Source: an optimization exercise on an open RTL-to-GDS flow (aim: small area). Production flows keep margins and buffers that such runs may drop.
The RTL was checked by simulation tests, not by an equivalence proof against the original design.
Power figures rest on the tool's default switching activity, not on a simulated workload.

==> flow/design.v <==
package conv_pkg;
	typedef logic [$clog2(16)-1:0] col_t;    
	typedef logic [$clog2(12)-1:0] row_t;    
	typedef logic [3*(3 * 8)-1:0] column_t;    
endpackage
`timescale 1ns/1ps
module conv_window_top
(
	input  logic                                          i_sclk,
	input  logic                                          i_arst_n,
	input  logic                                          i_vsync,
	input  logic                                          i_valid,
	input  logic [(3 * 8)-1:0]                             i_tdata,
	output logic                                          o_vsync,
	output logic                                          o_hsync,
	output logic                                          o_valid,
	output logic [3*3*(3 * 8)-1:0]     o_tdata
);
	localparam int K       = 3;
	localparam int ROW_LEN = 16 - 1;                  
	localparam int CHAIN   = (K-1)*ROW_LEN + K;           
	localparam int NE      = K * K;
	localparam int CW      = $clog2(16);
	localparam int RW      = $clog2(12 + 1);
	logic [CW-1:0]          col;                          
	logic [RW-1:0]          row;
	logic                   active;                       
	logic                   first_pend;                   
	logic                   accept;
	logic                   emit;
	logic [(3 * 8)-1:0]      pix_d;                        
	logic                   shift;                        
	logic                   emit_d;
	logic                   row_first_d;
	logic                   frame_first_d;
	logic [CHAIN*(3 * 8)-1:0] chain;                      
	assign accept = i_valid && !i_vsync;
	assign emit   = accept && active && !row[0] && (row >= RW'(K-1)) && (row < RW'(12)) &&
		!col[0] && (col >= CW'(K-1));
	always_ff @(posedge i_sclk or negedge i_arst_n)
	begin
		if (!i_arst_n)
		begin
			col        <= '0;
			row        <= '0;
			active     <= 1'b0;
			first_pend <= 1'b0;
		end
		else if (i_vsync)
		begin
			col        <= '0;
			row        <= '0;
			active     <= 1'b1;
			first_pend <= 1'b1;
		end
		else
		begin
			if (i_valid)
			begin
				col <= col + 1'b1;                        
				if (col == CW'(16 - 1))
				begin
					row <= row + 1'b1;
					if (row == RW'(12 - 1))
						active <= 1'b0;                   
				end
			end
			if (emit)
				first_pend <= 1'b0;
		end
	end
	always_ff @(posedge i_sclk or negedge i_arst_n)
	begin
		if (!i_arst_n)
		begin
			emit_d        <= 1'b0;
			row_first_d   <= 1'b0;
			frame_first_d <= 1'b0;
			o_valid       <= 1'b0;
			o_hsync       <= 1'b0;
			o_vsync       <= 1'b0;
		end
		else
		begin
			emit_d        <= emit;
			row_first_d   <= emit && (col == CW'(K-1));
			frame_first_d <= emit && first_pend;
			o_valid       <= emit_d;
			o_hsync       <= row_first_d;
			o_vsync       <= frame_first_d;
		end
	end
	always_ff @(posedge i_sclk)
	begin
		pix_d <= i_tdata;
		shift <= i_valid && (col != CW'(16 - 1));
	end
	always_ff @(posedge i_sclk)
	begin
		if (shift)
		begin
			chain <= {chain[(CHAIN-1)*(3 * 8)-1:0], pix_d};
		end
	end
	always_comb
	begin
		for (int rr = 0; rr < K; rr++)
			for (int cc = 0; cc < K; cc++)
			begin
				o_tdata[2*NE*8 + (NE-1-(rr*K+cc))*8 +: 8] = chain[((K-1-rr)*ROW_LEN + (K-1-cc))*(3 * 8) + 2*8 +: 8];
				o_tdata[  NE*8 + (NE-1-(rr*K+cc))*8 +: 8] = chain[((K-1-rr)*ROW_LEN + (K-1-cc))*(3 * 8) + 8 +: 8];
				o_tdata[            (NE-1-(rr*K+cc))*8 +: 8] = chain[((K-1-rr)*ROW_LEN + (K-1-cc))*(3 * 8) + 0 +: 8];
			end
	end
endmodule
Settings: LEC_CHECK=0, CAP_MARGIN=20, CORE_MARGIN=2, CORE_UTILIZATION=65, CTS_BUF_LIST=sky130_fd_sc_hd__clkbuf_8, CTS_CLUSTER_DIAMETER=60, CTS_CLUSTER_SIZE=16, SLEW_MARGIN=20; clock period 4.0 ns.
run.sh (not shown) runs the stock make flow with config.mk's settings and CLKGATE_MAP_FILE= SYNTH_SCRIPT=/design/flow/synth_recipe.tcl, a recipe that flattens the netlist after the stock synthesis.
Edit:
==> flow/flow/run.sh (new file) <==
#!/bin/bash
# Standard ORFS layout with two changes:
#  - port buffers use the smallest buffer cell
#  - CTS: clkbuf_8 only, larger sink clusters, no dummy loads
set -euo pipefail
cat >> config.mk <<'CFG'
export BUFFER_PORTS_ARGS = -buffer_cell sky130_fd_sc_hd__buf_1
export CTS_ARGS = -sink_clustering_enable -repair_clock_nets -dont_use_dummy_load -buf_list sky130_fd_sc_hd__clkbuf_8 -sink_clustering_size 16 -sink_clustering_max_diameter 60
CFG
bash standard.sh > standard.log 2>&1
==> flow/standard.sh (new file) <==
#!/bin/bash
# synth_recipe.tcl (not shown) runs the flow's synth.tcl, then flattens the netlist and writes it again
# the make line also repeats each setting of config.mk as NAME=value (left out here)
make -C /OpenROAD-flow-scripts/flow DESIGN_CONFIG=/design/flow/config.mk WORK_HOME=/design/flow/orfs CLKGATE_MAP_FILE= SYNTH_SCRIPT=/design/flow/synth_recipe.tcl "${@:-finish}"
BUFFER_PORTS_ARGS = -buffer_cell sky130_fd_sc_hd__buf_1   (was default)
CTS_ARGS = -sink_clustering_enable -repair_clock_nets -dont_use_dummy_load -buf_list sky130_fd_sc_hd__clkbuf_8 -sink_clustering_size 16 -sink_clustering_max_diameter 60   (was default)
CTS_BUF_LIST = default   (was sky130_fd_sc_hd__clkbuf_8)
CTS_CLUSTER_DIAMETER = default   (was 60)
CTS_CLUSTER_SIZE = default   (was 16)
removed: flow/run.sh
=>
- wire length came out lower by 3.9%
- critical path depth is unchanged
- non-clock buffer count came out lower by 6
- worst setup slack gets better by 0.34 ns
- sequential cell count stays the same
- die area does not change
- combinational power came out lower by about 36%
- via count came out lower by about 0.8%
- total power came out lower by about 2.7%
- hold slack gets worse by 0.10 ns
Edit:
==> flow/run.sh (new file) <==
#!/bin/bash
# synth_recipe.tcl (not shown) runs the flow's synth.tcl, then flattens the netlist and writes it again
# the make line also repeats each setting of config.mk as NAME=value (left out here)
make -C /OpenROAD-flow-scripts/flow DESIGN_CONFIG=/design/flow/config.mk WORK_HOME=/design/flow/orfs CLKGATE_MAP_FILE= SYNTH_SCRIPT=/design/flow/synth_recipe.tcl finish
BUFFER_PORTS_ARGS = default   (was -buffer_cell sky130_fd_sc_hd__buf_1)
CORE_UTILIZATION = 60   (was 65)
CTS_ARGS = default   (was -sink_clustering_enable -repair_clock_nets -dont_use_dummy_load -buf_list sky130_fd_sc_hd__clkbuf_8 -sink_clustering_size 16 -sink_clustering_max_diameter 60)
CTS_BUF_LIST = sky130_fd_sc_hd__clkbuf_4   (was default)
removed: flow/flow/run.sh
removed: flow/standard.sh
Outcome: Total power climbs by 24%; cell area climbs by 12%; via count climbs by about 11%; utilization climbs by 2.6 points; synthesized area does not change; wire length climbs by about 10%.
Edit:
CORE_UTILIZATION = 40   (was 60)
CTS_BUF_LIST = default   (was sky130_fd_sc_hd__clkbuf_4)
Outcome: Register-to-register slack is better by 0.10 ns; critical path depth does not change; routed wire length drops by about 0.6%; clock-buffer cell count is lower by 201.

==> static timing again, ports no longer ideal <==
How much do the figures lean on ideal ports? The routed layouts below were timed once more, with nothing changed but the port constraints.
Step 1 assumes that a clkbuf_16 drives the clock port and a buf_2 every other input.
Step 2 also shifts input and output timing later by t, the mid clock arrival at the registers, as if the neighbouring blocks saw the same clock.
a / b / c = ideal ports / drivers / drivers and shift; a / b = the first two.
run | shift t [ns] | setup slack, ns | latest minus earliest clock arrival (ns) | worst data-port slew with drivers (ns) | cell pins on the clock port's net
the first run | 0.700 | 1.552 / 1.502 / 1.666 | 0.026 / 0.027 | 0.04 | 1
the second run | 0.675 | 1.892 / 1.840 / 1.987 | 0.059 / 0.059 | 0.05 | 1
the third run | 0.988 | 1.271 / 1.220 / 1.621 | 0.040 / 0.039 | 0.04 | 1
the fourth run | 0.662 | 1.560 / 1.507 / 1.641 | 0.025 / 0.024 | 0.03 | 1
After both steps every run listed still meets setup and hold.
